From an optimization exercise on the open Yosys and OpenROAD flow, aimed at small area; shortcuts taken in it are not production practice. Only simulation tests tie the RTL to the original design; equivalence was not proved. Power is estimated from default activity; no workload was simulated.

[config.mk]
export PLATFORM = sky130hd
export DESIGN_NAME = reorder_buffer
export DESIGN_NICKNAME = reorder_buffer
export VERILOG_FILES = /design/flow/design.v
export SDC_FILE = /design/flow/constraint.sdc
export NUM_CORES = 4
export LEC_CHECK = 0
export CAP_MARGIN = 20
export CORE_MARGIN = 2
export CORE_UTILIZATION = 50
export CTS_BUF_LIST = sky130_fd_sc_hd__clkbuf_8
export CTS_CLUSTER_DIAMETER = 50
export CTS_CLUSTER_SIZE = 14
export SETUP_SLACK_MARGIN = 0.15
export SLEW_MARGIN = 20
[constraint.sdc]
create_clock -name core_clock -period 5.5 [get_ports {clk}]
set_input_delay 1.1000 -clock core_clock [delete_from_list [all_inputs] [get_ports {clk}]]
set_output_delay 1.1000 -clock core_clock [all_outputs]
set_load 0.01 [all_outputs]
[design.v]
module reorder_buffer #(
  parameter int ROB_WIDTH = 4,
  parameter int DATA_W    = 32
) (
  input  logic                 clk,
  input  logic                 rst,
  input  logic                 in_assign_ena,
  input  logic [DATA_W-1:0]    in_inst,
  input  logic [4:0]           in_reg_rd,
  input  logic [DATA_W-1:0]    in_pc,
  input  logic                 in_predicted_taken,
  output logic [ROB_WIDTH-1:0] out_assigned_tag,
  output logic                 out_full,
  input  logic [ROB_WIDTH-1:0] in_query_tag1,
  input  logic [ROB_WIDTH-1:0] in_query_tag2,
  output logic                 out_query_tag1_ready,
  output logic                 out_query_tag2_ready,
  output logic [DATA_W-1:0]    out_query_ready_value1,
  output logic [DATA_W-1:0]    out_query_ready_value2,
  input  logic                 in_cdb_ena,
  input  logic [ROB_WIDTH-1:0] in_cdb_tag,
  input  logic [DATA_W-1:0]    in_cdb_value,
  input  logic                 in_cdb_taken,
  input  logic [DATA_W-1:0]    in_cdb_target,
  output logic                 out_commit_ena,
  output logic [4:0]           out_commit_rd,
  output logic [DATA_W-1:0]    out_commit_value,
  output logic [ROB_WIDTH-1:0] out_commit_tag,
  output logic                 out_store_commit_ena,
  output logic [ROB_WIDTH-1:0] out_store_commit_tag,
  output logic                 out_rollback,
  output logic [DATA_W-1:0]    out_correct_pc,
  output logic                 out_bp_update_ena,
  output logic [DATA_W-1:0]    out_bp_pc,
  output logic                 out_bp_taken
);
  localparam int N = (1 << ROB_WIDTH) - 1;
  typedef logic [ROB_WIDTH-1:0] tag_t;
  localparam logic [6:0] OP_STORE  = 7'b0100011;
  localparam logic [6:0] OP_BRANCH = 7'b1100011;
  localparam logic [6:0] OP_JALR   = 7'b1100111;
  tag_t              head_q, tail_q, count_q, prev_q;
  logic [N:1]        busy_q, ready_q;
  logic [DATA_W-1:0] val_q [1:N];
  logic [DATA_W-1:0] tgt_q [1:N];
  logic [DATA_W-1:0] a_q   [1:N];
  logic [N:1]        br_q, pr_q, tk_q;
  logic              commit_ena_q, store_ena_q, rollback_q, bp_ena_q, bp_taken_q, use_tgt_q;
  logic [N:1] head_oh, tail_oh, cdb_oh, q1_oh, q2_oh;
  logic [N:1] prev_oh;   
  always_comb begin
    for (int i = 1; i <= N; i++) begin
      head_oh[i] = (head_q == tag_t'(i));
      tail_oh[i] = (tail_q == tag_t'(i));
      cdb_oh[i]  = (in_cdb_tag == tag_t'(i));
      q1_oh[i]   = (in_query_tag1 == tag_t'(i));
      q2_oh[i]   = (in_query_tag2 == tag_t'(i));
    end
  end
  logic cdb_hit1, cdb_hit2;
  assign cdb_hit1 = in_cdb_ena && (in_cdb_tag == in_query_tag1);
  assign cdb_hit2 = in_cdb_ena && (in_cdb_tag == in_query_tag2);
  assign out_query_tag1_ready = |(q1_oh & (ready_q | (busy_q & {N{cdb_hit1}})));
  assign out_query_tag2_ready = |(q2_oh & (ready_q | (busy_q & {N{cdb_hit2}})));
  logic [DATA_W-1:0] q_val1, q_val2;
  always_comb begin
    q_val1 = '0;
    q_val2 = '0;
    for (int i = 1; i <= N; i++) begin
      if (q1_oh[i]) q_val1 |= val_q[i];
      if (q2_oh[i]) q_val2 |= val_q[i];
    end
  end
  assign out_query_ready_value1 = cdb_hit1 ? in_cdb_value : q_val1;
  assign out_query_ready_value2 = cdb_hit2 ? in_cdb_value : q_val2;
  logic [2:0] h_kind;    
  logic       h_br, h_pr, h_tk;
  always_comb begin
    h_kind = '0; h_br = 1'b0; h_pr = 1'b0; h_tk = 1'b0;
    for (int i = 1; i <= N; i++) begin
      if (head_oh[i]) begin
        h_kind |= a_q[i][7:5];
        h_br   |= br_q[i];
        h_pr   |= pr_q[i];
        h_tk   |= tk_q[i];
      end
    end
  end
  logic commit_fire, alloc_fire, rollback_fire, h_jalr;
  assign commit_fire   = |(head_oh & ready_q);
  assign alloc_fire    = in_assign_ena && (count_q != tag_t'(N));
  assign h_jalr        = !h_br && h_kind[1];
  assign rollback_fire = commit_fire && (h_jalr || (h_br && (h_tk != h_pr)));
  logic [6:0] op;
  logic       in_store, in_br, in_jalr;
  logic [DATA_W-1:0] a_in;
  assign op       = in_inst[6:0];
  assign in_store = (op == OP_STORE);
  assign in_br    = (op == OP_BRANCH);
  assign in_jalr  = (op == OP_JALR);
  assign a_in     = in_br ? in_pc
                          : {in_pc[DATA_W-1:8], !in_store && (in_reg_rd != 5'd0), in_jalr, in_store, in_reg_rd};
  always_ff @(posedge clk) begin
    for (int i = 1; i <= N; i++) begin
      if (alloc_fire && tail_oh[i]) begin
        a_q[i]  <= a_in;
        br_q[i] <= in_br;
        pr_q[i] <= in_predicted_taken;
      end
      if (in_cdb_ena && cdb_oh[i] && !(commit_fire && head_oh[i])) begin
        val_q[i] <= in_cdb_value;
        tgt_q[i] <= in_cdb_target;
        tk_q[i]  <= in_cdb_taken;
      end
    end
  end
  always_ff @(posedge clk) begin
    prev_q     <= head_q;
    prev_oh    <= head_oh;
    bp_taken_q <= h_tk;
    use_tgt_q  <= h_jalr || h_tk;
  end
  always_ff @(posedge clk or posedge rst) begin
    if (rst) begin
      head_q       <= tag_t'(1);
      tail_q       <= tag_t'(1);
      count_q      <= '0;
      busy_q       <= '0;
      ready_q      <= '0;
      commit_ena_q <= 1'b0;
      store_ena_q  <= 1'b0;
      rollback_q   <= 1'b0;
      bp_ena_q     <= 1'b0;
    end else begin
      commit_ena_q <= commit_fire && !h_br && h_kind[2];
      store_ena_q  <= commit_fire && !h_br && h_kind[0];
      bp_ena_q     <= commit_fire && h_br;
      rollback_q   <= rollback_fire;
      if (rollback_fire) begin
        head_q  <= tag_t'(1);
        tail_q  <= tag_t'(1);
        count_q <= '0;
        busy_q  <= '0;
        ready_q <= '0;
      end else begin
        for (int i = 1; i <= N; i++) begin
          if (commit_fire && head_oh[i]) begin
            busy_q[i]  <= 1'b0;
            ready_q[i] <= 1'b0;
          end else begin
            if (in_cdb_ena && cdb_oh[i] && busy_q[i]) ready_q[i] <= 1'b1;
            if (alloc_fire && tail_oh[i])             busy_q[i]  <= 1'b1;
          end
        end
        if (commit_fire) head_q <= (head_q == tag_t'(N)) ? tag_t'(1) : head_q + tag_t'(1);
        if (alloc_fire)  tail_q <= (tail_q == tag_t'(N)) ? tag_t'(1) : tail_q + tag_t'(1);
        count_q <= count_q + tag_t'(alloc_fire) - tag_t'(commit_fire);
      end
    end
  end
  logic [DATA_W-1:0] c_val, c_a, c_tgt;
  always_comb begin
    c_val = '0; c_a = '0; c_tgt = '0;
    for (int i = 1; i <= N; i++) begin
      if (prev_oh[i]) begin
        c_val |= val_q[i];
        c_a   |= a_q[i];
        c_tgt |= tgt_q[i];
      end
    end
  end
  assign out_assigned_tag     = tail_q;
  assign out_full             = count_q >= tag_t'(N - 1);
  assign out_commit_ena       = commit_ena_q;
  assign out_commit_rd        = c_a[4:0];
  assign out_commit_value     = c_val;
  assign out_commit_tag       = prev_q;
  assign out_store_commit_ena = store_ena_q;
  assign out_store_commit_tag = prev_q;
  assign out_rollback         = rollback_q;
  assign out_correct_pc       = use_tgt_q ? c_tgt : c_a + DATA_W'(4);
  assign out_bp_update_ena    = bp_ena_q;
  assign out_bp_pc            = c_a;
  assign out_bp_taken         = bp_taken_q;
endmodule
[run.sh]
#!/bin/bash
# synth_recipe.tcl (not shown) runs the flow's synth.tcl, then flattens the netlist and writes it again
# the make line also repeats each setting of config.mk as NAME=value (left out here)
make -C /OpenROAD-flow-scripts/flow DESIGN_CONFIG=/design/flow/config.mk WORK_HOME=/design/flow/orfs CLKGATE_MAP_FILE= SYNTH_SCRIPT=/design/flow/synth_recipe.tcl finish
==> summary.txt, run 1 <==
CTS tree: done
DRT iter0 DRCs: 8928
Setup CP Type: input port to output port
antenna violations before repair: 25
min-delay worst type: flop to flop
starting density of the core: 0.5040
Post-DP HPWL: 128.1 mm
crit-path max FO: 10
vias per cell: 7.284
Die Area: 129600 um2
share of the synthesized area in the top cell type: 0.7038
Synth area leaders: edfxtp_1 (70%), a22oi_1 (9.6%), a222oi_1 (2.1%)
CTS Root Buffer Type: clkbuf_8
via count: 46590
DRC viols: 0
overflow left after global routing: 0
Max-cap violations: 0
largest net degree at the start of global routing: 65
clk_skew: 0.06714 ns
RSZ-0062 raised after global routing: true
Slew HR: 0.3202
post-synthesis cell type count: 72
Post-Syn Area: 63360 um2
CP startpoint: in_query_tag1[2]
cell with the most instances after synthesis: edfxtp_1
post-route non-filler standard cell count: 6397
Hold Buf Count CTS: 0
final worst slack: 0.1690 ns
fin nets: 4810
io pins: 336
period utilization: 0.9693
endpoint class of the critical path: output port
Pleak: 23.44 nW
H-tree depth: 4
vias in the first global route: 44120
status: no timing/DRC/antenna violations
clk buf depth: 3
Max Slew Vio Count: 0
Die X: 360.0 um
core area: 125700 um2
synthesized flop and latch total: 1552
Req. time, crit path: 4.40 ns
Worst Reg-to-Reg Cells: 8
Num Clock Sinks: 1552
Worst-path clk slew: 0.08 ns
Post-Syn Area per Cell: 15.12 um2
area share of fa/ha/maj cells after synthesis: 0.003080
Rows: 130
port bufs: 310
# placed instances: 6057
Seq/Total Area, Yosys: 0.7286
maximum vdd ir drop: 0.0002628 V
Setup crit start kind: input port
Compound-Gate Fraction of Synth Area: 0.1610
Post-synth ARST share: 0.02964
DR WL/cell: 37.38 um
fmax: 187.6 MHz
Worst-Margin Slew: 1.020 ns
post-synth top area cell: edfxtp_1
reg2reg end: tgt_q[11][28]
fin crit period: 5.331 ns
crit path to: out_query_ready_value1[10]
Synth warnings: 4
syn_nets: 4357
GPL Wtd Cong: 0.9251
Synth Area in Simple Gates: 0.07543
total chip power: 0.02344 W
Hold Fails Final Rpt: 0
largest family of logic cells by synthesized area: compound AO/OA/AOI/OAI gates
share of layout cells above drive strength 1: 0.1425
total CTS buffers: 153
# setup viols final: 0
Commonest cells post-synth: edfxtp_1 (1485), a22oi_1 (807), nor2_1 (249), clkbuf_1 (185), nand4_1 (164)
Mapped Cells: 4191
dominant synthesized flop cell: edfxtp_1
Die H: 360.0 um
Fin Setup TNS: 0 ns
Post-synth EDFFs: 1485
final wirelength: 239.1 mm
mux cell area share after synthesis: 0.003436
total track usage: 0.3615
global-route wire length before repair: 332.1 mm
xor and xnor area share after synthesis: 0.003317
Setup WS pre-CTS: 0.2983 ns
DR pass1 iterations: 14
reg2reg setup slack: 0.96 ns
reg2reg start: head_q[3]
Power Density: 315.7 nW/um2
WP data arrival: 4.23 ns
worst-skew pair later-pin latency: 0.94 ns
post-route ant nets: 0
Layout Area Growth over Synthesis: 17.16%
[worst min path at each step]
stage / endpoint / slack (ns) / from / cells past startpoint
global route: prev_q[0] / 0.43 / head_q[0] / 0
CTS: prev_q[0] / 0.43 / head_q[0] / 0
finish: prev_q[0] / 0.43 / head_q[0] / 0
floorplan: prev_q[2] / 0.37 / head_q[2] / 0
global placement: prev_q[0] / 0.43 / head_q[0] / 0
detailed placement: prev_q[0] / 0.44 / head_q[0] / 0
[worst max-delay path: stages]
cell and delay [ns]:
clkdlybuf4s50_1 0.63, nand2b_1 0.40, nor2_4 0.57, buf_4 0.32, a22oi_1 0.11, nand4_1 0.12, nor3_1 0.06, nor2_1 0.17
buf_4 0.20, clkdlybuf4s50_1 0.54
[state kept, by name, indices dropped and copies added, names as in the netlist, 4 cells and up]
register,count
prev_oh,15
count_q,4
a_q,480
br_q,15
prev_q,4
tail_q,4
tgt_q,480
val_q,480
head_q,4
busy_q,15
pr_q,15
tk_q,15
ready_q,15
[layer usage]
layer  vias up  share of wire  global-route usage
li1      18460              -                   -
met1     23170           0.36              0.4907
met2      4074           0.44              0.5487
met3       862           0.14             0.09925
met4        20          0.050              0.1580
met5         -        0.00056                   0
[cell usage in the layout, fill, tap and decap left out, types with 9 or more instances in the layout]
cell type / netlist / routed
clkdlybuf4s50_1: 0 / 310
inv_1: 47 / 59
buf_4: 35 / 211
a22oi_1: 807 / 807
and3_1: 51 / 51
dfxtp_4: 0 / 15
edfxtp_1: 1485 / 1485
nand4_1: 164 / 164
buf_12: 0 / 84
clkinv_4: 0 / 10
clkinvlp_4: 0 / 16
clkinv_2: 0 / 15
o21ai_0: 12 / 11
nor2_4: 0 / 33
a21oi_1: 50 / 48
nor2_1: 249 / 214
dfrtp_1: 44 / 44
a22o_1: 110 / 110
nand2_1: 92 / 89
diode_2: 0 / 10
clkbuf_8: 0 / 158
nor3_4: 0 / 11
and2_1: 26 / 24
o32ai_1: 9 / 9
nand3_1: 134 / 134
nor3_2: 21 / 40
xnor2_1: 14 / 12
nor3_1: 137 / 107
nor4_1: 11 / 9
a222oi_1: 135 / 135
bufinv_16: 0 / 14
xor2_1: 10 / 10
nand2b_1: 12 / 10
a221oi_1: 107 / 107
ha_1: 14 / 14
[area by class of cell]
class | instances | area, um2
antenna | 10 | 25.02
clock buffer | 158 | 2175
clock inverter | 90 | 937.1
fill | 9701 | 51500
inverter | 48 | 180.2
multi-input combinational | 2279 | 16190
sequential | 1552 | 46220
tap | 1650 | 2064
timing repair buffer | 610 | 6436
[kinds of logic (layout without fill, tap and decap cells)]
family | after synthesis | in the layout
compound gates | 1292 | 1292
xor+xnor | 24 | 24
fa+ha+maj | 15 | 15
buf+inv | 360 | 906
flops | 1552 | 1552
mux | 16 | 16
other cells | 0 | 10
simple gates | 932 | 932
[per-stage QoR]
stage / area, um2 / util / hold slack, ns
finish: 74230 / 0.5904 / 0.4293
floorplan: 63520 / - / 0.3680
global placement: 70060 / 0.5572 / 0.4349
CTS: 74060 / 0.5890 / 0.4314
global route: 74230 / 0.5904 / 0.4317
detailed placement: 70060 / 0.5572 / 0.4353
[power breakdown]
group / internal, W / switching, W
registers: 0.0136 / 0.000342
clock network: 0.00341 / 0.00415
logic: 0.000672 / 0.00128
[what timing repair did]
item                                    CTS  global route
pin swaps                                 1             2
gates resized for setup                  16            12
endpoints found under the setup margin   29            17
setup buffers                            71            12
endpoints found under the hold margin     0             0
==> run 2: changes to the inputs <==
==> flow/run.sh (new file) <==
#!/bin/bash
# Standard ORFS layout (the standard.sh, standard synthesis unchanged) with two knobs:
#  - port buffers use a plain buffer cell instead of the default delay cell;
#  - CTS does not insert dummy loads.
set -euo pipefail
bash standard.sh \
  "BUFFER_PORTS_ARGS=-buffer_cell sky130_fd_sc_hd__buf_2" \
  "CTS_ARGS=-sink_clustering_enable -repair_clock_nets -sink_clustering_size 14 -sink_clustering_max_diameter 50 -buf_list sky130_fd_sc_hd__clkbuf_8 -dont_use_dummy_load" \
  finish > make.log 2>&1
==> standard.sh (new file) <==
#!/bin/bash
# synth_recipe.tcl (not shown) runs the flow's synth.tcl, then flattens the netlist and writes it again
# the make line also repeats each setting of config.mk as NAME=value (left out here)
make -C /OpenROAD-flow-scripts/flow DESIGN_CONFIG=/design/flow/config.mk WORK_HOME=/design/flow/orfs CLKGATE_MAP_FILE= SYNTH_SCRIPT=/design/flow/synth_recipe.tcl "${@:-finish}"
removed: run.sh
==> run 2 against run 1 <==
  * Still clean
  * Critical path depth is 2 higher
  * Clock skew up 0.047 ns
  * Worst hold slack worse by 0.050 ns
  * Sequential share of layout area is 3.4 points higher
  * Routed wire length fell by 2.6%
  * Cell count is 2.9% lower
  * Flip-flop and latch count is the same
  * Largest cell class unchanged
  * Highest routed layer unchanged
==> summary.txt, run 2 <==
synthesized flop and latch total: 1552 (unchanged)
Post-Syn Area per Cell: 15.12 um2 (unchanged)
Pleak: 22.62 nW (-3.5%)
DRC viols: 0 (unchanged)
most frequent cells in the layout: edfxtp_1 (1485), a22oi_1 (807), buf_2 (310)
Rows: 130 (unchanged)
largest net degree at the start of global routing: 66 (+1.5%)
Req. time, crit path: 4.40 ns (about the same)
total CTS buffers: 157 (+2.6%)
area share of fa/ha/maj cells after synthesis: 0.003080 (unchanged)
status: no timing/DRC/antenna violations
WP data arrival: 4.12 ns (-0.11 ns)
Seq/Total Area, Yosys: 0.7286 (unchanged)
share of the synthesized area in the top cell type: 0.7038 (unchanged)
clk_skew: 0.1142 ns (+0.04703 ns)
Max Slew Vio Count: 0 (unchanged)
Layout Area Growth over Synthesis: 11.09%
starting density of the core: 0.5040 (unchanged)
DR WL/cell: 37.48 um (+0.28%)
Hold Fails Final Rpt: 0 (unchanged)
Post-synth EDFFs: 1485 (unchanged)
dominant synthesized flop cell: edfxtp_1
CTS tree: done
GPL Wtd Cong: 0.9681 (+4.6%)
overflow left after global routing: 0 (unchanged)
Synth area leaders: edfxtp_1 (70%), a22oi_1 (9.6%), a222oi_1 (2.1%)
io pins: 336 (unchanged)
# setup viols final: 0 (unchanged)
Mapped Cells: 4191 (unchanged)
commonest non-fill, non-tap cell in the layout: edfxtp_1
Setup CP Type: flop to output port
crit-path max FO: 16 (+6)
Compound-Gate Fraction of Synth Area: 0.1610 (unchanged)
DR pass1 iterations: 11 (-3)
Setup crit start kind: flop
mux cell area share after synthesis: 0.003436 (unchanged)
largest family of logic cells by synthesized area: compound AO/OA/AOI/OAI gates
fin nets: 4717 (-1.9%)
core area: 125700 um2 (unchanged)
cell with the most instances after synthesis: edfxtp_1
Power Density: 311.5 nW/um2 (-1.3%)
syn_nets: 4357 (unchanged)
Post-Syn Area: 63360 um2 (unchanged)
Synth Area in Simple Gates: 0.07543 (unchanged)
post-synthesis cell type count: 72 (unchanged)
Num Clock Sinks: 1552 (unchanged)
post-route cell area: 70390 um2 (-5.2%)
RSZ-0062 raised after global routing: true
DRT iter0 DRCs: 9060 (+1.5%)
maximum vdd ir drop: 0.0002660 V (+1.2%)
Post-synth ARST share: 0.02964 (unchanged)
min-delay worst type: input port to asynchronous set/reset pin
period utilization: 0.9490 (-0.02032)
CTS Root Buffer Type: clkbuf_8
Worst-path clk slew: 0.09 ns (about the same)
final worst slack: 0.2808 ns (+0.1117 ns)
worst-skew pair later-pin latency: 0.95 ns (about the same)
vias per cell: 7.384 (+1.4%)
Slew HR: 0.1896 (-0.1305)
Die X: 360.0 um (unchanged)
Post-DP HPWL: 131.4 mm (+2.6%)
endpoint class of the critical path: output port
Worst-Margin Slew: 1.213 ns (+0.1929 ns)
antenna violations before repair: 29 (+16%)
clk buf depth: 3 (unchanged)
H-tree depth: 4 (unchanged)
Setup WS pre-CTS: 0.7755 ns (+0.4772 ns)
DP Area: 67970 um2 (-3.0%)
Max-cap violations: 0 (unchanged)
post-route ant nets: 0 (unchanged)
via count: 45890 (-1.5%)
Fin Setup TNS: 0 ns (unchanged)
xor and xnor area share after synthesis: 0.003317 (unchanged)
WHS: 0.3794 ns (-0.04986 ns)
vias in the first global route: 43780 (-0.76%)
share of layout cells above drive strength 1: 0.1752 (+0.03271)
Commonest cells post-synth: edfxtp_1 (1485), a22oi_1 (807), nor2_1 (249), clkbuf_1 (185), nand4_1 (164)
global-route wire length before repair: 323.4 mm (-2.6%)
Die H: 360.0 um (unchanged)
fin crit period: 5.219 ns (-0.1117 ns)
fmax: 191.6 MHz (+2.1%)
total chip power: 0.02192 W (-6.5%)
post-synth top area cell: edfxtp_1
port bufs: 310 (unchanged)
total track usage: 0.3499 (-0.01156)
Die Area: 129600 um2 (unchanged)
Synth warnings: 4 (unchanged)
final wirelength: 232.9 mm (-2.6%)
## run 2: cell counts after synthesis
Identical to the previous run, type by type.
## run 2: what timing repair did
item	in CTS	in global routing
hold buffers	0	0
pin swaps	1	0
buffers inserted	9	3
gates resized for setup	2	3
endpoints found under the setup margin	10	10
hold endpoints to repair	0	0
## run 2: metrics by stage
| stage | utilization | cells |
|---|---|---|
| CTS | 0.5588 | 6195 |
| finish | 0.5598 | 6214 |
| floorplan | - | 4191 |
| global route | 0.5597 | 6209 |
| detailed placement | 0.5406 | 6029 |
| global placement | 0.5405 | 6029 |
## run 2: final timing paths
check,startpoint,endpoint,slack (ns),cells past startpoint
worst max-delay path,prev_oh[1],out_correct_pc[24],0.28,12
worst min-delay path,rst,busy_q[10],0.38,3
worst max register to register,head_q[0],tgt_q[7][15],0.71,10
worst min register to register,head_q[0],prev_q[0],0.48,0
max in group asynchronous,rst,ready_q[5],4.62,3
min in group core_clock,head_q[0],prev_q[0],0.48,0
## run 2: area by class of cell
cell class / instances / area, um2
Fill cell: 10010 / 55350
Multi-Input combinational cell: 2279 / 16090
Tap cell: 1650 / 2064
Timing Repair Buffer: 513 / 3632
Sequential cell: 1552 / 46230
Inverter: 48 / 180.2
Antenna cell: 15 / 37.54
Clock buffer: 157 / 2161
## run 2: cell families (layout without fill, tap and decap cells)
kind of cell	after synthesis	count (layout)
flops	1552	1552
compound gates	1292	1292
buf+inv	360	718
mux	16	16
other cells	0	15
simple gates	932	932
xor+xnor	24	24
fa+ha+maj	15	15
## run 2: power by group
part	total, W	internal [W]	switching [W]
clock network	0.00625	0.00253	0.00372
registers	0.0139	0.0136	0.000345
logic	0.00174	0.000492	0.00125
## run 2: per-layer routing
metal  GRT usage  wire, um  vias to the layer above
met5           0       140                        -
met4      0.1747     13150                       22
met3     0.09681     31420                      851
met2      0.5263    103100                     3906
met1      0.4694     85150                    22920
li1            -         -                    18190
## run 2: worst max-delay path, cell delays in order (launching register included)
cell and delay, ns:
dfxtp_4 0.47, a222oi_1 0.37, nand3_1 0.14, nor2_1 0.43, inv_1 0.23, ha_1 0.30, o21ai_0 0.12, nor3_1 0.08
buf_4 0.19, nand2_1 0.21, nor3_1 0.09, a211oi_1 0.37, buf_2 0.21
==> run 3: changes to the inputs <==
==> flow/run.sh (replaced) <==
#!/bin/bash
# Standard ORFS layout (the standard.sh, standard synthesis unchanged) with two knobs:
#  - port buffers use a plain buffer cell instead of the default delay cell;
#  - CTS does not insert dummy loads.
set -euo pipefail
bash standard.sh \
  "BUFFER_PORTS_ARGS=-buffer_cell sky130_fd_sc_hd__buf_1" \
  "CTS_ARGS=-sink_clustering_enable -repair_clock_nets -sink_clustering_size 17 -sink_clustering_max_diameter 45 -buf_list sky130_fd_sc_hd__clkbuf_8 -dont_use_dummy_load" \
  finish > make.log 2>&1
--- a/config.mk
+++ b/config.mk
@@ -7,3 +7,3 @@
 export LEC_CHECK = 0
-export CAP_MARGIN = 20
+export CAP_MARGIN = 5
 export CORE_MARGIN = 2
@@ -11,5 +11,5 @@
 export CTS_BUF_LIST = sky130_fd_sc_hd__clkbuf_8
-export CTS_CLUSTER_DIAMETER = 50
-export CTS_CLUSTER_SIZE = 14
-export SETUP_SLACK_MARGIN = 0.15
-export SLEW_MARGIN = 20
+export CTS_CLUSTER_DIAMETER = 45
+export CTS_CLUSTER_SIZE = 17
+export SETUP_SLACK_MARGIN = 0.1
+export SLEW_MARGIN = 5
==> run 3 against run 2 <==
  * Largest power group unchanged
  * Via count is 0.29% lower
  * Critical path depth stayed put
  * Clock skew is 0.013 ns lower
  * Highest routed layer unchanged
==> summary.txt, run 3 <==
clk buf depth: 3 (unchanged)
Layout Area Growth over Synthesis: 10.75%
total CTS buffers: 160 (+1.9%)
Synth area leaders: edfxtp_1 (70%), a22oi_1 (9.6%), a222oi_1 (2.1%)
starting density of the core: 0.5040 (unchanged)
post-route ant nets: 0 (unchanged)
Synth warnings: 4 (unchanged)
most frequent cells in the layout: edfxtp_1 (1485), a22oi_1 (807), buf_1 (310)
Pint: 0.01663 W (+0.13%)
Hold Fails Final Rpt: 0 (unchanged)
Post-Syn Area: 63360 um2 (unchanged)
CP startpoint: prev_oh[3]
Worst-Margin Slew: 1.298 ns (+0.08561 ns)
final worst slack: 0.2403 ns (-0.04043 ns)
min-delay worst type: flop to flop
Post-synth EDFFs: 1485 (unchanged)
Num Clock Sinks: 1552 (unchanged)
Setup CP Type: flop to output port
RSZ-0062 raised after global routing: false
io pins: 336 (unchanged)
commonest non-fill, non-tap cell in the layout: edfxtp_1
period utilization: 0.9563 (+0.007350)
Stages on worst setup path: 12 (unchanged)
status: no timing/DRC/antenna violations
fin crit period: 5.260 ns (+0.04043 ns)
share of layout cells above drive strength 1: 0.1082 (-0.06699)
reg2reg end: tgt_q[11][16]
worst-skew pair later-pin latency: 0.94 ns (about the same)
endpoint class of the critical path: output port
synthesized flop and latch total: 1552 (unchanged)
Comb pwr share: 0.079 (about the same)
fin nets: 4724 (+0.15%)
Sw Ratio: 0.2425 (about the same)
cell with the most instances after synthesis: edfxtp_1
overflow left after global routing: 0 (unchanged)
Max Slew Vio Count: 0 (unchanged)
Worst-path clk slew: 0.08 ns (about the same)
dominant synthesized flop cell: edfxtp_1
CP max stage delay: 0.74 ns (+0.27 ns)
Mapped Cells: 4191 (unchanged)
NetSw: 0.005325 W (+0.22%)
Worst Reg-to-Reg Cells: 11 (+1)
clk_skew: 0.1012 ns (-0.01298 ns)
Clock power frac: 0.287 (+0.002)
# resized after CTS: 0 (-2)
WP data arrival: 4.16 ns (+0.04 ns)
Die H: 360.0 um (unchanged)
Req. time, crit path: 4.40 ns (about the same)
Post-Syn Area per Cell: 15.12 um2 (unchanged)
core area: 125700 um2 (unchanged)
post-synthesis cell type count: 72 (unchanged)
Post-synth ARST share: 0.02964 (unchanged)
Pleak: 21.60 nW (-4.5%)
reg2reg start: head_q[0]
DRC viols: 0 (unchanged)
vias in the first global route: 43890 (+0.25%)
H-tree depth: 4 (unchanged)
CTS tree: done
Commonest cells post-synth: edfxtp_1 (1485), a22oi_1 (807), nor2_1 (249), clkbuf_1 (185), nand4_1 (164)
syn_nets: 4357 (unchanged)
final wirelength: 235.0 mm (+0.90%)
# setup viols final: 0 (unchanged)
Setup crit start kind: flop
Setup WS pre-CTS: 0.6078 ns (-0.1677 ns)
CP bufs+invs: 3 (unchanged)
crit path to: out_correct_pc[24]
Sequential Power Share: 0.635 (about the same)
via count: 45750 (-0.29%)
critical path cell sequence: a222oi_1, nand3_1, nor2_1, inv_1, ha_1, o21ai_0, nor3_1, buf_4, nand2_1, o311a_1, a211oi_1, buf_1
reg2reg setup slack: 0.88 ns (+0.17 ns)
maximum vdd ir drop: 0.0002668 V (+0.30%)
largest net degree at the start of global routing: 70 (+6.1%)
Post-DP HPWL: 129.5 mm (-1.5%)
crit-path max FO: 26 (+10)
Max-cap violations: 0 (unchanged)
Rows: 130 (unchanged)
Hold Buf Count CTS: 0 (unchanged)
antenna violations before repair: 23 (-21%)
Power Density: 312.9 nW/um2 (+0.45%)
Die X: 360.0 um (unchanged)
DRT iter0 DRCs: 8485 (-6.3%)
Seq/Total Area, Yosys: 0.7286 (unchanged)
global-route wire length before repair: 327.0 mm (+1.1%)
share of the synthesized area in the top cell type: 0.7038 (unchanged)
Fin Setup TNS: 0 ns (unchanged)
Top delay family on crit path: compound AO/OA/AOI/OAI gates
post-synth top area cell: edfxtp_1
DR WL/cell: 37.81 um (+0.88%)
DR pass1 iterations: 11 (unchanged)
Die Area: 129600 um2 (unchanged)
vias per cell: 7.362 (-0.31%)
GPL Wtd Cong: 0.9512 (-1.7%)
port bufs: 310 (unchanged)
total track usage: 0.3552 (+0.005280)
CTS Root Buffer Type: clkbuf_8
Slew HR: 0.1345 (-0.05516)
fmax: 190.1 MHz (-0.77%)
Crit-path slowest cell: dfxtp_4
run 3: timing repair:
| item | CTS | global route |
|---|---|---|
| hold endpoints to repair | 0 | 0 |
| setup endpoints to repair | 7 | 3 |
| setup buffers | 10 | 5 |
run 3: worst min-delay path by stage:
stage	startpoint	to	slack (ns)	depth (start not counted)
after global routing	head_q[1]	prev_q[1]	0.42	0
final	head_q[1]	prev_q[1]	0.42	0
after CTS	rst	store_ena_q	0.42	2
after floorplan	head_q[2]	prev_q[2]	0.37	0
after detailed placement	head_q[0]	prev_q[0]	0.43	0
after global placement	head_q[0]	prev_q[0]	0.43	0
run 3: cell families after synthesis:
group           Yosys count  synth area share
fa+ha+maj                15          0.003080
flops                  1552            0.7286
buf+inv                 360           0.02514
mux                      16          0.003436
simple gates            932           0.07543
compound gates         1292            0.1610
xor+xnor                 24          0.003317
run 3: area by class of cell:
type / instances / area (um2)
inverter: 48 / 180.2
antenna: 9 / 22.52
tap: 1650 / 2064
multi-input combinational: 2279 / 16080
fill: 10020 / 55560
clock buffer: 160 / 2202
timing repair buffer: 517 / 3406
sequential: 1552 / 46220
run 3: power by group through the flow:
stage | registers [W] | logic, W | clock network (W)
after CTS | 0.0139 | 0.00169 | 0.00633
after detailed placement | 0.0142 | 0.00169 | 0
after global placement | 0.0142 | 0.00166 | 0
after global routing | 0.0140 | 0.00185 | 0.00676
after floorplan | 0.0141 | 0.000827 | 0
final | 0.0139 | 0.00173 | 0.00629
run 3: per-stage QoR:
stage | instances | utilization | hold WS [ns] | instance area, um2 | power (W)
6_report | 6215 | 0.5581 | 0.4157 | 70170 | 0.02196
5_1_grt | 6212 | 0.5581 | 0.4246 | 70170 | 0.02259
4_1_cts | 6201 | 0.5572 | 0.4162 | 70050 | 0.02195
3_5_place_dp | 6031 | 0.5383 | 0.4290 | 67690 | 0.01587
3_3_place_gp | 6031 | 0.5383 | 0.4289 | 67690 | 0.01583
2_1_floorplan | 4191 | - | 0.3680 | 63510 | 0.01492
run 3: layer usage:
metal,track usage,vias up,routed length [um]
li1,-,18200,-
met1,0.4800,22870,85520
met2,0.5368,3849,104600
met3,0.09622,809,32290
met4,0.1674,22,12420
met5,0,-,145
==> run 4: changes to the inputs <==
--- a/flow/run.sh
+++ b/flow/run.sh
@@ -7,3 +7,3 @@
   "BUFFER_PORTS_ARGS=-buffer_cell sky130_fd_sc_hd__buf_1" \
-  "CTS_ARGS=-sink_clustering_enable -repair_clock_nets -sink_clustering_size 17 -sink_clustering_max_diameter 45 -buf_list sky130_fd_sc_hd__clkbuf_8 -dont_use_dummy_load" \
+  "CTS_ARGS=-sink_clustering_enable -repair_clock_nets -sink_clustering_size 26 -sink_clustering_max_diameter 90 -buf_list sky130_fd_sc_hd__clkbuf_16 -dont_use_dummy_load" \
   finish > make.log 2>&1
--- a/config.mk
+++ b/config.mk
@@ -9,6 +9,6 @@
 export CORE_MARGIN = 2
-export CORE_UTILIZATION = 50
-export CTS_BUF_LIST = sky130_fd_sc_hd__clkbuf_8
-export CTS_CLUSTER_DIAMETER = 45
-export CTS_CLUSTER_SIZE = 17
+export CORE_UTILIZATION = 60
+export CTS_BUF_LIST = sky130_fd_sc_hd__clkbuf_16
+export CTS_CLUSTER_DIAMETER = 90
+export CTS_CLUSTER_SIZE = 26
 export SETUP_SLACK_MARGIN = 0.1
==> run 4 against run 3 <==
  * Via count about the same
  * Register-to-register slack barely moved
  * First-iteration DRC count rose by 14%
  * Cell count down 6.2%
  * Die area shrank 16%
  * Largest power group unchanged
==> summary.txt, run 4 <==
Post-DP HPWL: 123.9 mm (-4.3%)
Commonest cells post-synth: edfxtp_1 (1485), a22oi_1 (807), nor2_1 (249), clkbuf_1 (185), nand4_1 (164)
Setup CP Type: flop to output port
# setup viols final: 0 (unchanged)
Mapped Cells: 4191 (unchanged)
Sequential Area: 46230 um2 (about the same)
post-route ant nets: 0 (unchanged)
CTS Root Buffer Type: clkbuf_16
Power Density: 310.5 nW/um2 (-0.76%)
worst-skew pair later-pin latency: 0.70 ns (-0.24 ns)
Setup crit start kind: flop
syn_nets: 4357 (unchanged)
via count: 45730 (-0.050%)
share of layout cells above drive strength 1: 0.08309 (-0.02512)
Crit-path slowest cell: dfxtp_4
total track usage: 0.4132 (+0.05802)
port bufs: 310 (unchanged)
synthesized flop and latch total: 1552 (unchanged)
Post-Syn Area: 63360 um2 (unchanged)
global-route wire length before repair: 314.1 mm (-3.9%)
Req. time, crit path: 4.40 ns (about the same)
Hold Buf Count CTS: 0 (unchanged)
post-synthesis cell type count: 72 (unchanged)
Post-Syn Area per Cell: 15.12 um2 (unchanged)
DRT iter0 DRCs: 9701 (+14%)
fin nets: 4597 (-2.7%)
core area: 105000 um2 (-17%)
Layout fillers: 7545 (-25%)
crit-path max FO: 26 (unchanged)
DR WL/cell: 39.00 um (+3.1%)
post-layout util: 0.6572 (+0.09903)
H-tree depth: 3 (-1)
CTS tree: done
Worst-Margin Slew: 1.145 ns (-0.1532 ns)
Seq/Total Area, Yosys: 0.7286 (unchanged)
min-delay worst type: flop to flop
fin crit period: 5.286 ns (+0.02598 ns)
DR pass1 iterations: 16 (+5)
status: no timing/DRC/antenna violations
maximum vdd ir drop: 0.0003064 V (+15%)
Synth area leaders: edfxtp_1 (70%), a22oi_1 (9.6%), a222oi_1 (2.1%)
share of the synthesized area in the top cell type: 0.7038 (unchanged)
vias in the first global route: 42600 (-2.9%)
Post-synth EDFFs: 1485 (unchanged)
Max-cap violations: 0 (unchanged)
DP Area: 67110 um2 (-0.86%)
Post-synth ARST share: 0.02964 (unchanged)
CP max stage delay: 0.76 ns (+0.02 ns)
Max Slew Vio Count: 0 (unchanged)
final worst slack: 0.2144 ns (-0.02598 ns)
clk buf depth: 3 (unchanged)
commonest non-fill, non-tap cell in the layout: edfxtp_1
antenna violations before repair: 19 (-17%)
Worst-path clk slew: 0.09 ns (about the same)
fmax: 189.2 MHz (-0.49%)
period utilization: 0.9610 (+0.004724)
starting density of the core: 0.6036 (+0.09968)
Fin Setup TNS: 0 ns (unchanged)
critical path cell sequence: buf_4, a22oi_1, nand3_1, nor3_1, nor4_2, nand4_1, or4_1, and3_1, buf_1
cell with the most instances after synthesis: edfxtp_1
overflow left after global routing: 0 (unchanged)
hold-critical path depth: 0 (unchanged)
post-route cell area: 68980 um2 (-1.7%)
clk_skew: 0.05262 ns (-0.04858 ns)
area of the multi-input gates: 16090 um2 (about the same)
post-synth top area cell: edfxtp_1
CP bufs+invs: 2 (-1)
WP data arrival: 4.19 ns (+0.03 ns)
# placed instances: 5744 (-4.8%)
Worst Reg-to-Reg Cells: 10 (-1)
vias per cell: 7.842 (+6.5%)
Stages on worst setup path: 9 (-3)
GPL Wtd Cong: 0.9385 (-1.3%)
RSZ-0062 raised after global routing: false
Setup WS pre-CTS: 0.09087 ns (-0.5169 ns)
final wirelength: 227.4 mm (-3.2%)
Synth warnings: 4 (unchanged)
Pleak: 21.09 nW (-2.4%)
Die X: 329.0 um (-8.6%)
Top delay family on crit path: simple AND/OR/NAND/NOR gates
Die Area: 108200 um2 (-16%)
post-route non-filler standard cell count: 5831 (-6.2%)
largest net degree at the start of global routing: 66 (-5.7%)
Hold Fails Final Rpt: 0 (unchanged)
Slew HR: 0.2366 (+0.1022)
Rows: 119 (-8.5%)
io pins: 336 (unchanged)
dominant synthesized flop cell: edfxtp_1
DRC viols: 0 (unchanged)
Layout Area Growth over Synthesis: 8.866%
most frequent cells in the layout: edfxtp_1 (1485), a22oi_1 (807), buf_1 (310)
Die H: 329.0 um (-8.6%)
total CTS buffers: 71 (-56%)
Num Clock Sinks: 1552 (unchanged)
endpoint class of the critical path: output port
==> run 4: cell counts after synthesis <==
Identical to the previous run, type by type.
==> run 4: where the power goes <==
part	switching (W)	internal (W)	total, W
Sequential	0.000347	0.0136	0.0139
Combinational	0.00125	0.000446	0.00169
Clock	0.00347	0.00233	0.00580
==> run 4: worst paths after layout <==
path                            startpoint  slack (ns)            endpoint
worst max register to register   head_q[0]        0.87       val_q[11][21]
worst min-delay path             head_q[0]        0.43           prev_q[0]
min in group asynchronous              rst        0.67         store_ena_q
worst max-delay path            prev_oh[8]        0.21  out_correct_pc[29]
worst min register to register   head_q[0]        0.43           prev_q[0]
max in group asynchronous              rst        4.17          ready_q[7]
==> run 4: per-layer routing <==
metal	wire length, um	part of all wire	GRT usage	up-vias
met5	182	0.00080	0	-
met1	80740	0.36	0.5829	22650
li1	-	-	-	17960
met3	34200	0.15	0.1139	859
met2	99670	0.44	0.6092	4233
met4	12600	0.055	0.1797	24
==> run 4: worst reg2reg max path: stages (launching register included) <==
cell     delay, ns
dfstp_2       0.39
inv_1         0.14
ha_1          0.76
nor3b_1       0.90
a32o_1        0.23
a221o_1       0.11
or4b_1        0.56
nand2_1       0.27
nor3_1        0.56
nor3b_4       0.14
buf_12        0.26
==> run 4: timing repair <==
action / 4_1_cts / 5_1_grt
pin swaps: 1 / 0
setup endpoints to repair: 15 / 3
setup buffers: 4 / 1
gates resized for setup: 2 / 2
==> run 4: per-stage QoR <==
stage / hold slack, ns / power, W
floorplan: 0.3680 / 0.01492
global placement: 0.4101 / 0.01578
detailed placement: 0.4293 / 0.01583
CTS: 0.4400 / 0.02139
global route: 0.4373 / 0.02194
finish: 0.4321 / 0.02142
==> run 4: final cells by class <==
cell class,instances,area share
antenna,11,0.0003990
clock buffer,71,0.02576
inverter,48,0.002612
multi-input combinational,2279,0.2332
sequential,1552,0.6701
tap,1391,0.02523
timing repair buffer,479,0.04262
==> run 4: cell families after synthesis <==
| logic type | after synthesis | synth area share |
|---|---|---|
| flops | 1552 | 0.7286 |
| compound gates | 1292 | 0.1610 |
| simple gates | 932 | 0.07543 |
| buf+inv | 360 | 0.02514 |
| xor+xnor | 24 | 0.003317 |
| mux | 16 | 0.003436 |
| fa+ha+maj | 15 | 0.003080 |
==> run 5: changes to the inputs <==
--- a/design.v
+++ b/design.v
@@ -102,14 +102,18 @@
                           : {in_pc[DATA_W-1:8], !in_store && (in_reg_rd != 5'd0), in_jalr, in_store, in_reg_rd};
+  logic [N:1] a_we, c_we;
+  logic [DATA_W+1:0] a_nx [1:N];
+  logic [2*DATA_W:0] c_nx [1:N];
+  for (genvar i = 1; i <= N; i++) begin : g_row
+    assign a_we[i] = alloc_fire && tail_oh[i];
+    assign c_we[i] = in_cdb_ena && cdb_oh[i] && !(commit_fire && head_oh[i]);
+    rob_hold #(DATA_W + 2) u_a (.we(a_we[i]), .hold(!a_we[i]), .d({a_in, in_br, in_predicted_taken}),
+                                .q({a_q[i], br_q[i], pr_q[i]}), .y(a_nx[i]));
+    rob_hold #(2 * DATA_W + 1) u_c (.we(c_we[i]), .hold(!c_we[i]),
+                                    .d({in_cdb_value, in_cdb_target, in_cdb_taken}),
+                                    .q({val_q[i], tgt_q[i], tk_q[i]}), .y(c_nx[i]));
+  end
   always_ff @(posedge clk) begin
     for (int i = 1; i <= N; i++) begin
-      if (alloc_fire && tail_oh[i]) begin
-        a_q[i]  <= a_in;
-        br_q[i] <= in_br;
-        pr_q[i] <= in_predicted_taken;
-      end
-      if (in_cdb_ena && cdb_oh[i] && !(commit_fire && head_oh[i])) begin
-        val_q[i] <= in_cdb_value;
-        tgt_q[i] <= in_cdb_target;
-        tk_q[i]  <= in_cdb_taken;
-      end
+      {a_q[i], br_q[i], pr_q[i]}    <= a_nx[i];
+      {val_q[i], tgt_q[i], tk_q[i]} <= c_nx[i];
     end
@@ -185 +189,12 @@
 endmodule
+module rob_hold #(
+  parameter int W = 32
+) (
+  input  logic         we,
+  input  logic         hold,
+  input  logic [W-1:0] d,
+  input  logic [W-1:0] q,
+  output logic [W-1:0] y
+);
+  assign y = ({W{we}} & d) | ({W{hold}} & q);
+endmodule
==> flow/run.sh (replaced) <==
#!/bin/bash
# Standard ORFS layout (the standard.sh, standard synthesis unchanged) with two knobs:
#  - port buffers use a plain buffer cell instead of the default delay cell;
#  - CTS does not insert dummy loads.
set -euo pipefail
bash standard.sh \
  "BUFFER_PORTS_ARGS=-buffer_cell sky130_fd_sc_hd__buf_2" \
  "CTS_ARGS=-sink_clustering_enable -repair_clock_nets -sink_clustering_size 14 -sink_clustering_max_diameter 50 -buf_list sky130_fd_sc_hd__clkbuf_8 -dont_use_dummy_load" \
  finish > make.log 2>&1
==> config.mk (replaced) <==
export PLATFORM = sky130hd
export DESIGN_NAME = reorder_buffer
export DESIGN_NICKNAME = reorder_buffer
export VERILOG_FILES = /design/flow/design.v
export SDC_FILE = /design/flow/constraint.sdc
export NUM_CORES = 4
export LEC_CHECK = 0
export CAP_MARGIN = 20
export CORE_MARGIN = 2
export CORE_UTILIZATION = 50
export CTS_BUF_LIST = sky130_fd_sc_hd__clkbuf_8
export CTS_CLUSTER_DIAMETER = 50
export CTS_CLUSTER_SIZE = 14
export SETUP_SLACK_MARGIN = 0.15
export SLEW_MARGIN = 20
export SYNTH_HIERARCHICAL = 1
export SYNTH_MINIMUM_KEEP_SIZE = 0
==> run 5 against run 4 <==
  * Sequential share of layout area fell by 21 points
  * Highest routed layer unchanged
  * Area after synthesis rose by 2.4%
  * Cell count rose by 34%
  * Combinational power rose to 3.0 times the previous value
  * Setup slack got worse by 0.14 ns
  * Clock-buffer cell count grew 88
  * Still clean
  * Routed wire length up 32%
  * First-iteration DRC count increased by 22%
  * Critical path depth is 2 lower
==> summary.txt, run 5 <==
share of layout cells above drive strength 1: 0.1426 (+0.05949)
CP most frequent cell: buf_4
Max-cap violations: 0 (unchanged)
# setup viols final: 0 (unchanged)
mux cell area share after synthesis: 0.002527 (-0.0009093)
WHS: 0.3058 ns (-0.1263 ns)
Crit-path slowest cell: dfxtp_4
Setup crit start kind: flop
Max Slew Vio Count: 0 (unchanged)
starting density of the core: 0.5023 (-0.1013)
Power Density: 414.0 nW/um2 (+33%)
Setup CP Type: flop to output port
Post-DP HPWL: 160.7 mm (+30%)
period utilization: 0.9865 (+0.02545)
Synth Area in Simple Gates: 0.07356 (-0.001872)
critical path cell sequence: buf_4, buf_4, buf_4, a222oi_1, and3_1, nand4_1, buf_2
cell with the most instances after synthesis: a22o_1
Commonest cells post-synth: a22o_1 (1602), dfxtp_1 (1506), a22oi_1 (785), buf_6 (246), nor2_1 (225)
CTS Root Buffer Type: clkbuf_8
Post-Syn Area: 64870 um2 (+2.4%)
DR WL/cell: 38.33 um (-1.7%)
Slew HR: 0.1462 (-0.09042)
DRC viols: 0 (unchanged)
Pleak: 28.54 nW (+35%)
status: no timing/DRC/antenna violations
most frequent cells in the layout: a22o_1 (1602), dfxtp_1 (1490), a22oi_1 (785)
fin crit period: 5.426 ns (+0.1400 ns)
vias in the first global route: 57020 (+34%)
core area: 129200 um2 (+23%)
Hold Fails Final Rpt: 0 (unchanged)
fmax: 184.3 MHz (-2.6%)
RSZ-0062 raised after global routing: true
post-synthesis cell type count: 76 (+5.6%)
DRT iter0 DRCs: 11870 (+22%)
Req. time, crit path: 4.40 ns (about the same)
total CTS buffers: 159 (+120%)
Mapped Cells: 6014 (+43%)
largest net degree at the start of global routing: 66 (unchanged)
Rows: 132 (+11%)
final worst slack: 0.07438 ns (-0.1400 ns)
antenna violations before repair: 31 (+12)
Synth area leaders: dfxtp_1 (46%), a22o_1 (22%), a22oi_1 (9.1%)
post-synth top area cell: dfxtp_1
H-tree depth: 4 (+1)
overflow left after global routing: 0 (unchanged)
CTS tree: done
synthesized flop and latch total: 1552 (unchanged)
fin nets: 6228 (+35%)
post-route ant nets: 0 (unchanged)
via count: 60800 (+33%)
final wirelength: 299.8 mm (+32%)
Post-synth ARST share: 0.02964 (unchanged)
post-layout util: 0.5325 (-0.1247)
clk buf depth: 3 (unchanged)
Worst-Margin Slew: 1.281 ns (+0.1356 ns)
commonest non-fill, non-tap cell in the layout: a22o_1
min-delay worst type: input port to asynchronous set/reset pin
Fin Setup TNS: 0 ns (unchanged)
CP max stage delay: 0.73 ns (-0.03 ns)
Compound-Gate Fraction of Synth Area: 0.3588 (+0.1979)
WP data arrival: 4.33 ns (+0.14 ns)
endpoint class of the critical path: output port
clk_skew: 0.1080 ns (+0.05534 ns)
area share of fa/ha/maj cells after synthesis: 0.003009 (-0.00007171)
Synth warnings: 15 (+11)
Die X: 364.2 um (+11%)
vias per cell: 7.771 (-0.90%)
share of the synthesized area in the top cell type: 0.4647 (-0.2390)
dominant synthesized flop cell: dfxtp_1
total track usage: 0.4321 (+0.01893)
largest family of logic cells by synthesized area: compound AO/OA/AOI/OAI gates
global-route wire length before repair: 418.9 mm (+33%)
Die Area: 132600 um2 (+23%)
DR pass1 iterations: 13 (-3)
maximum vdd ir drop: 0.0002673 V (-13%)
xor and xnor area share after synthesis: 0.003510 (+0.0001928)
GPL Wtd Cong: 0.9192 (-2.1%)
crit-path max FO: 32 (+23%)
io pins: 336 (unchanged)
Post-synth EDFFs: 0 (-100%)
Worst-path clk slew: 0.09 ns (about the same)
Setup WS pre-CTS: 0.8790 ns (+0.7881 ns)
DP Area: 66280 um2 (-1.2%)
Layout fillers: 11480 (+52%)
Post-Syn Area per Cell: 10.79 um2 (-29%)
worst-skew pair later-pin latency: 0.96 ns (+0.26 ns)
syn_nets: 6180 (+42%)
Die H: 364.2 um (+11%)
port bufs: 310 (unchanged)
Num Clock Sinks: 1552 (unchanged)
Seq/Total Area, Yosys: 0.4825 (-0.2461)
post-route cell area: 68770 um2 (-0.30%)
Layout Area Growth over Synthesis: 6.014%
## run 5: cell families after synthesis
kind of cell,count (synthesis)
AOI/OAI and AO/OA,2784
xor gates and xnor gates,26
adders and majority gates,15
buffers and inverters,721
DFF,1552
muxes,14
and+or+nand+nor,902
## run 5: area by class of cell
class / instances / area (um2) / area share
multi-input cells: 3741 / 29040 / 0.4223
diodes: 21 / 52.55 / 0.0007641
flip-flops and latches: 1552 / 31360 / 0.4560
well taps: 1742 / 2180 / 0.03169
clock buffers: 159 / 2188 / 0.03182
inverters: 76 / 327.8 / 0.004766
repair buffers: 532 / 3622 / 0.05267
## run 5: per-layer routing
layer,track usage,vias to the layer above,wire length [um]
met3,0.1298,1365,40570
met1,0.5590,29810,112200
met4,0.2573,26,20600
li1,-,24260,-
met5,0.004357,-,423
met2,0.6342,5332,126000
## run 5: what timing repair did
item / in CTS / in global routing
resized for setup: 2 / 5
buffers inserted: 7 / 5
pin swaps: 1 / 0
gates cloned: 0 / 0
hold buffers: 0 / 0
endpoints found under the setup margin: 11 / 21
## run 5: worst paths after layout
| kind | from | end | slack, ns | cells after the start |
|---|---|---|---|---|
| max in group asynchronous | rst | busy_q[5] | 4.59 | 2 |
| setup reg to reg | head_q[0] | val_q[2][27] | 0.92 | 11 |
| hold / removal | rst | ready_q[11] | 0.31 | 2 |
| hold reg to reg | head_q[0] | prev_q[0] | 0.42 | 0 |
| min in group core_clock | head_q[0] | prev_q[0] | 0.42 | 0 |
| setup / recovery | prev_oh[5] | out_commit_value[18] | 0.07 | 7 |
## run 5: where the power goes
group	total (W)	switching, W	internal [W]
Combinational	0.00505	0.00242	0.00263
Sequential	0.0169	0.00239	0.0145
Clock	0.00655	0.00398	0.00257
Total	0.0285	0.00879	0.0197
## run 5: through the flow
stage | cells | power, W
floorplan | 6014 | 0.02007
global placement | 7629 | 0.02163
detailed placement | 7630 | 0.02183
CTS | 7796 | 0.02817
global route | 7812 | 0.02955
finish | 7823 | 0.02848
## run 5: worst max-delay path: cells and delay by family (launching register included)
kind,cells,cell delay [ns]
buf+inv,4,1.87
flops,1,0.73
simple gates,2,0.47
compound gates,1,0.23
==> run 6: changes to the inputs <==
--- a/design.v
+++ b/design.v
@@ -65,10 +65,8 @@
   logic [DATA_W-1:0] q_val1, q_val2;
-  always_comb begin
-    q_val1 = '0;
-    q_val2 = '0;
-    for (int i = 1; i <= N; i++) begin
-      if (q1_oh[i]) q_val1 |= val_q[i];
-      if (q2_oh[i]) q_val2 |= val_q[i];
-    end
-  end
+  logic [N:1][DATA_W-1:0] val_p;
+  for (genvar i = 1; i <= N; i++) begin : g_valp
+    assign val_p[i] = val_q[i];
+  end
+  rob_sel15 #(DATA_W) u_q1 (.sel(q1_oh), .d(val_p), .y(q_val1));
+  rob_sel15 #(DATA_W) u_q2 (.sel(q2_oh), .d(val_p), .y(q_val2));
   assign out_query_ready_value1 = cdb_hit1 ? in_cdb_value : q_val1;
@@ -165,12 +163,7 @@
   logic [DATA_W-1:0] c_val, c_a, c_tgt;
-  always_comb begin
-    c_val = '0; c_a = '0; c_tgt = '0;
-    for (int i = 1; i <= N; i++) begin
-      if (prev_oh[i]) begin
-        c_val |= val_q[i];
-        c_a   |= a_q[i];
-        c_tgt |= tgt_q[i];
-      end
-    end
-  end
+  logic [N:1][3*DATA_W-1:0] c_p;
+  for (genvar i = 1; i <= N; i++) begin : g_cp
+    assign c_p[i] = {val_q[i], a_q[i], tgt_q[i]};
+  end
+  rob_sel15 #(3 * DATA_W) u_c (.sel(prev_oh), .d(c_p), .y({c_val, c_a, c_tgt}));
   assign out_assigned_tag     = tail_q;
@@ -200 +193,28 @@
 endmodule
+module rob_sel15 #(
+  parameter int W = 32
+) (
+  input  logic [15:1]        sel,
+  input  logic [15:1][W-1:0] d,
+  output logic [W-1:0]       y
+);
+  logic [W-1:0] g [5];
+  for (genvar k = 0; k < 5; k++) begin : g_grp
+    rob_aoi3 #(W) u_aoi (.s0(sel[3*k+1]), .s1(sel[3*k+2]), .s2(sel[3*k+3]),
+                         .d0(d[3*k+1]), .d1(d[3*k+2]), .d2(d[3*k+3]), .y_n(g[k]));
+  end
+  assign y = ~(g[0] & g[1] & g[2] & g[3] & g[4]);
+endmodule
+module rob_aoi3 #(
+  parameter int W = 32
+) (
+  input  logic         s0,
+  input  logic         s1,
+  input  logic         s2,
+  input  logic [W-1:0] d0,
+  input  logic [W-1:0] d1,
+  input  logic [W-1:0] d2,
+  output logic [W-1:0] y_n
+);
+  assign y_n = ~(({W{s0}} & d0) | ({W{s1}} & d1) | ({W{s2}} & d2));
+endmodule
==> flow/run.sh (replaced) <==
#!/bin/bash
# Standard ORFS layout (the standard.sh, standard synthesis unchanged) with two knobs:
#  - port buffers use a plain buffer cell instead of the default delay cell;
#  - CTS does not insert dummy loads.
set -euo pipefail
bash standard.sh \
  "BUFFER_PORTS_ARGS=-buffer_cell sky130_fd_sc_hd__buf_1" \
  "CTS_ARGS=-sink_clustering_enable -repair_clock_nets -sink_clustering_size 17 -sink_clustering_max_diameter 45 -buf_list sky130_fd_sc_hd__clkbuf_8 -dont_use_dummy_load" \
  finish > make.log 2>&1
--- a/config.mk
+++ b/config.mk
@@ -7,3 +7,3 @@
 export LEC_CHECK = 0
-export CAP_MARGIN = 20
+export CAP_MARGIN = 5
 export CORE_MARGIN = 2
@@ -11,6 +11,6 @@
 export CTS_BUF_LIST = sky130_fd_sc_hd__clkbuf_8
-export CTS_CLUSTER_DIAMETER = 50
-export CTS_CLUSTER_SIZE = 14
-export SETUP_SLACK_MARGIN = 0.15
-export SLEW_MARGIN = 20
+export CTS_CLUSTER_DIAMETER = 45
+export CTS_CLUSTER_SIZE = 17
+export SETUP_SLACK_MARGIN = 0.1
+export SLEW_MARGIN = 5
 export SYNTH_HIERARCHICAL = 1
==> run 6 against run 5 <==
  * Die area fell by 0.46%
  * Register-to-register slack better by 0.24 ns
  * First-iteration DRC count grew 9.1%
==> summary.txt, run 6 <==
Die H: 363.4 um (-0.23%)
vias in the first global route: 53560 (-6.1%)
share of layout cells above drive strength 1: 0.1075 (-0.03503)
period utilization: 0.9677 (-0.01880)
Post-Syn Area: 64570 um2 (-0.47%)
commonest non-fill, non-tap cell in the layout: a22o_1
final wirelength: 270.8 mm (-9.7%)
Hold Fails Final Rpt: 0 (unchanged)
Max-cap violations: 0 (unchanged)
RSZ-0062 raised after global routing: false
Die Area: 132000 um2 (-0.46%)
post-layout util: 0.5258 (-0.006655)
cell with the most instances after synthesis: dfxtp_1
syn_nets: 5699 (-7.8%)
Power Density: 420.6 nW/um2 (+1.6%)
DRC viols: 0 (unchanged)
share of the synthesized area in the top cell type: 0.4669 (+0.002188)
Layout Area Growth over Synthesis: 4.118%
H-tree depth: 4 (unchanged)
DR pass1 iterations: 17 (+4)
maximum vdd ir drop: 0.0002504 V (-6.3%)
Post-DP HPWL: 148.1 mm (-7.8%)
Setup crit start kind: flop
Worst-path clk slew: 0.11 ns (+0.02 ns)
fin nets: 5747 (-7.7%)
crit-path max FO: 23 (-28%)
min-delay worst type: input port to asynchronous set/reset pin
Die X: 363.4 um (-0.23%)
clk buf depth: 3 (unchanged)
global-route wire length before repair: 379.5 mm (-9.4%)
Synth warnings: 19 (+4)
Slew HR: 0.09800 (-0.04822)
Worst Reg-to-Reg Cells: 11 (unchanged)
starting density of the core: 0.5050 (+0.002754)
total CTS buffers: 163 (+2.5%)
Max Slew Vio Count: 0 (unchanged)
Commonest cells post-synth: dfxtp_1 (1506), a22o_1 (1497), a222oi_1 (805), buf_6 (365), nand3_1 (194)
DR WL/cell: 37.33 um (-2.6%)
WP data arrival: 4.22 ns (-0.11 ns)
core area: 127800 um2 (-1.0%)
Post-synth EDFFs: 0 (unchanged)
CTS tree: done
Post-Syn Area per Cell: 11.67 um2 (+8.2%)
dominant synthesized flop cell: dfxtp_1
Post-synth ARST share: 0.02964 (unchanged)
Rows: 131 (-0.76%)
most frequent cells in the layout: a22o_1 (1497), dfxtp_1 (1490), a222oi_1 (805)
io pins: 336 (unchanged)
post-route ant nets: 0 (unchanged)
post-synthesis cell type count: 67 (-12%)
Worst-Margin Slew: 1.346 ns (+0.06499 ns)
Pleak: 26.74 nW (-6.3%)
Synth area leaders: dfxtp_1 (47%), a22o_1 (20%), a222oi_1 (12%)
post-synth top area cell: dfxtp_1
Num Clock Sinks: 1552 (unchanged)
DRT iter0 DRCs: 12950 (+9.1%)
CTS Root Buffer Type: clkbuf_8
Fin Setup TNS: 0 ns (unchanged)
synthesized flop and latch total: 1552 (unchanged)
fin crit period: 5.322 ns (-0.1034 ns)
largest net degree at the start of global routing: 66 (unchanged)
Seq/Total Area, Yosys: 0.4848 (+0.002272)
total track usage: 0.3879 (-0.04426)
Layout fillers: 11350 (-1.1%)
status: no timing/DRC/antenna violations
Req. time, crit path: 4.40 ns (about the same)
fmax: 187.9 MHz (+1.9%)
# setup viols final: 0 (unchanged)
overflow left after global routing: 0 (unchanged)
GPL Wtd Cong: 0.9128 (-0.70%)
vias per cell: 7.908 (+1.8%)
via count: 57370 (-5.6%)
antenna violations before repair: 17 (-45%)
port bufs: 310 (unchanged)
worst-skew pair later-pin latency: 0.96 ns (about the same)
endpoint class of the critical path: output port
Setup CP Type: flop to output port
Mapped Cells: 5533 (-8.0%)
clk_skew: 0.09651 ns (-0.01145 ns)
==> run 6: cell types whose count changed after synthesis, sizes merged, moves of 71 or more <==
cell	change
nand4	-171
a222oi	+672
a221oi	-115
nor3	-107
mux2	+71
nor2	-157
and3	+105
buf	+101
clkbuf	-92
a22oi	-768
a22o	-105
==> run 6: logic make-up (layout without fill, tap and decap cells) <==
| logic type | count (synthesis) | after routing | synth area share |
|---|---|---|---|
| muxes | 93 | 93 | 0.01655 |
| DFF | 1552 | 1552 | 0.4848 |
| and+or+nand+nor | 626 | 626 | 0.05114 |
| adders and majority gates | 15 | 15 | 0.003023 |
| other | 0 | 13 | 0 |
| xor gates and xnor gates | 37 | 37 | 0.005019 |
| buffers and inverters | 713 | 759 | 0.09086 |
| AOI/OAI and AO/OA | 2497 | 2497 | 0.3486 |
==> run 6: final timing paths <==
| check | startpoint | to | slack (ns) |
|---|---|---|---|
| worst max-delay path | prev_oh[1] | out_correct_pc[31] | 0.18 |
| worst min-delay path | rst | store_ena_q | 0.31 |
| worst max register to register | head_q[0] | tgt_q[6][23] | 1.16 |
| worst min register to register | head_q[0] | prev_q[0] | 0.46 |
| max in group asynchronous | rst | ready_q[6] | 4.68 |
| min in group core_clock | head_q[0] | prev_q[0] | 0.46 |
==> run 6: layer usage <==
metal  track usage  vias to the layer above  part of all wire
met4        0.2068                       14             0.057
li1              -                    23210                 -
met3        0.1101                     1042              0.14
met5     0.0007262                        -           0.00035
met2        0.5612                     4990              0.41
met1        0.5222                    28110              0.38
==> run 6: layout make-up <==
type                            count  area (um2)  share of cell area
Antenna cell                       13       32.53           0.0004839
Clock buffer                      163        2243             0.03337
Inverter                           59       241.5            0.003592
Multi-Input combinational cell   3268       27820              0.4139
Sequential cell                  1552       31360              0.4665
Tap cell                         1662        2079             0.03093
Timing Repair Buffer              537        3448             0.05129
==> run 6: stage by stage <==
stage / area [um2] / setup WS [ns] / instances / hold slack, ns / total power, W
final: 67230 / 0.1778 / 7254 / 0.3116 / 0.02828
after global routing: 67210 / 0.1128 / 7248 / 0.3663 / 0.02942
after CTS: 66950 / 0.1022 / 7222 / 0.2858 / 0.02808
after detailed placement: 64280 / 0.5444 / 7036 / 0.4482 / 0.02170
after global placement: 64280 / 0.6111 / 7036 / 0.4463 / 0.02150
after floorplan: 64570 / 1.412 / 5533 / 0.3740 / 0.02019
==> run 6: where the power goes <==
part | internal (W) | switching, W | leakage (nW)
clock | 0.00263 | 0.00389 | 1.17
combinational | 0.00270 | 0.00222 | 12.5
sequential | 0.0145 | 0.00230 | 13.1
total | 0.0199 | 0.00841 | 26.7
==> run 6: timing repair <==
action / 4_1_cts / 5_1_grt
pin swaps: 0 / 0
setup endpoints to repair: 14 / 9
hold buffers: 0 / 0
buffers inserted: 23 / 19
resized for setup: 5 / 5
==> run 6: critical path, cell delays in order (launching register included) <==
cell	delay, ns
dfxtp_4	0.45
buf_4	0.16
buf_4	0.38
a222oi_1	0.20
and3_1	0.21
nand3_1	0.22
and3_1	0.41
and2_1	0.23
and4_1	0.23
nand3_1	0.10
xor2_1	0.19
o21ai_1	0.30
buf_1	0.19

[port drivers added, routing unchanged]
In the flow no input, the clock included, has a driving cell. The finished layouts below were timed again as built, in two steps.
Step 1 sets driving cells, clkbuf_16 on the clock port and buf_2 on the other inputs (assumed; they add their load-dependent delay and slew).
Step 2, shift: input delay + t, output delay - t, t = (earliest + latest rising clock arrival at the registers) / 2. This alone moves slack from input paths to output paths.
Three values: ideal, step 1, step 2; two values: the first two.
run	shift t [ns]	setup WS [ns]	clock arrival spread, ns	slew at the worst register clock pin (ns)
run 1	0.970	0.169 / 0.134 / 0.134	0.078 / 0.078	0.10 / 0.10
run 2	0.966	0.281 / 0.209 / 0.416	0.115 / 0.115	0.09 / 0.09
run 3	0.956	0.240 / 0.166 / 0.385	0.118 / 0.118	0.10 / 0.10
run 4	0.742	0.214 / 0.141 / 0.373	0.071 / 0.071	0.11 / 0.11
run 5	0.988	0.074 / -0.003 / 0.567	0.110 / 0.110	0.10 / 0.10
run 6	0.982	0.178 / 0.096 / 0.464	0.110 / 0.109	0.11 / 0.11
After both steps every run listed still meets setup and hold. For run 1, which loses most, drivers alone change the setup slack by -0.035 ns; drivers and shift together by -0.035 ns.
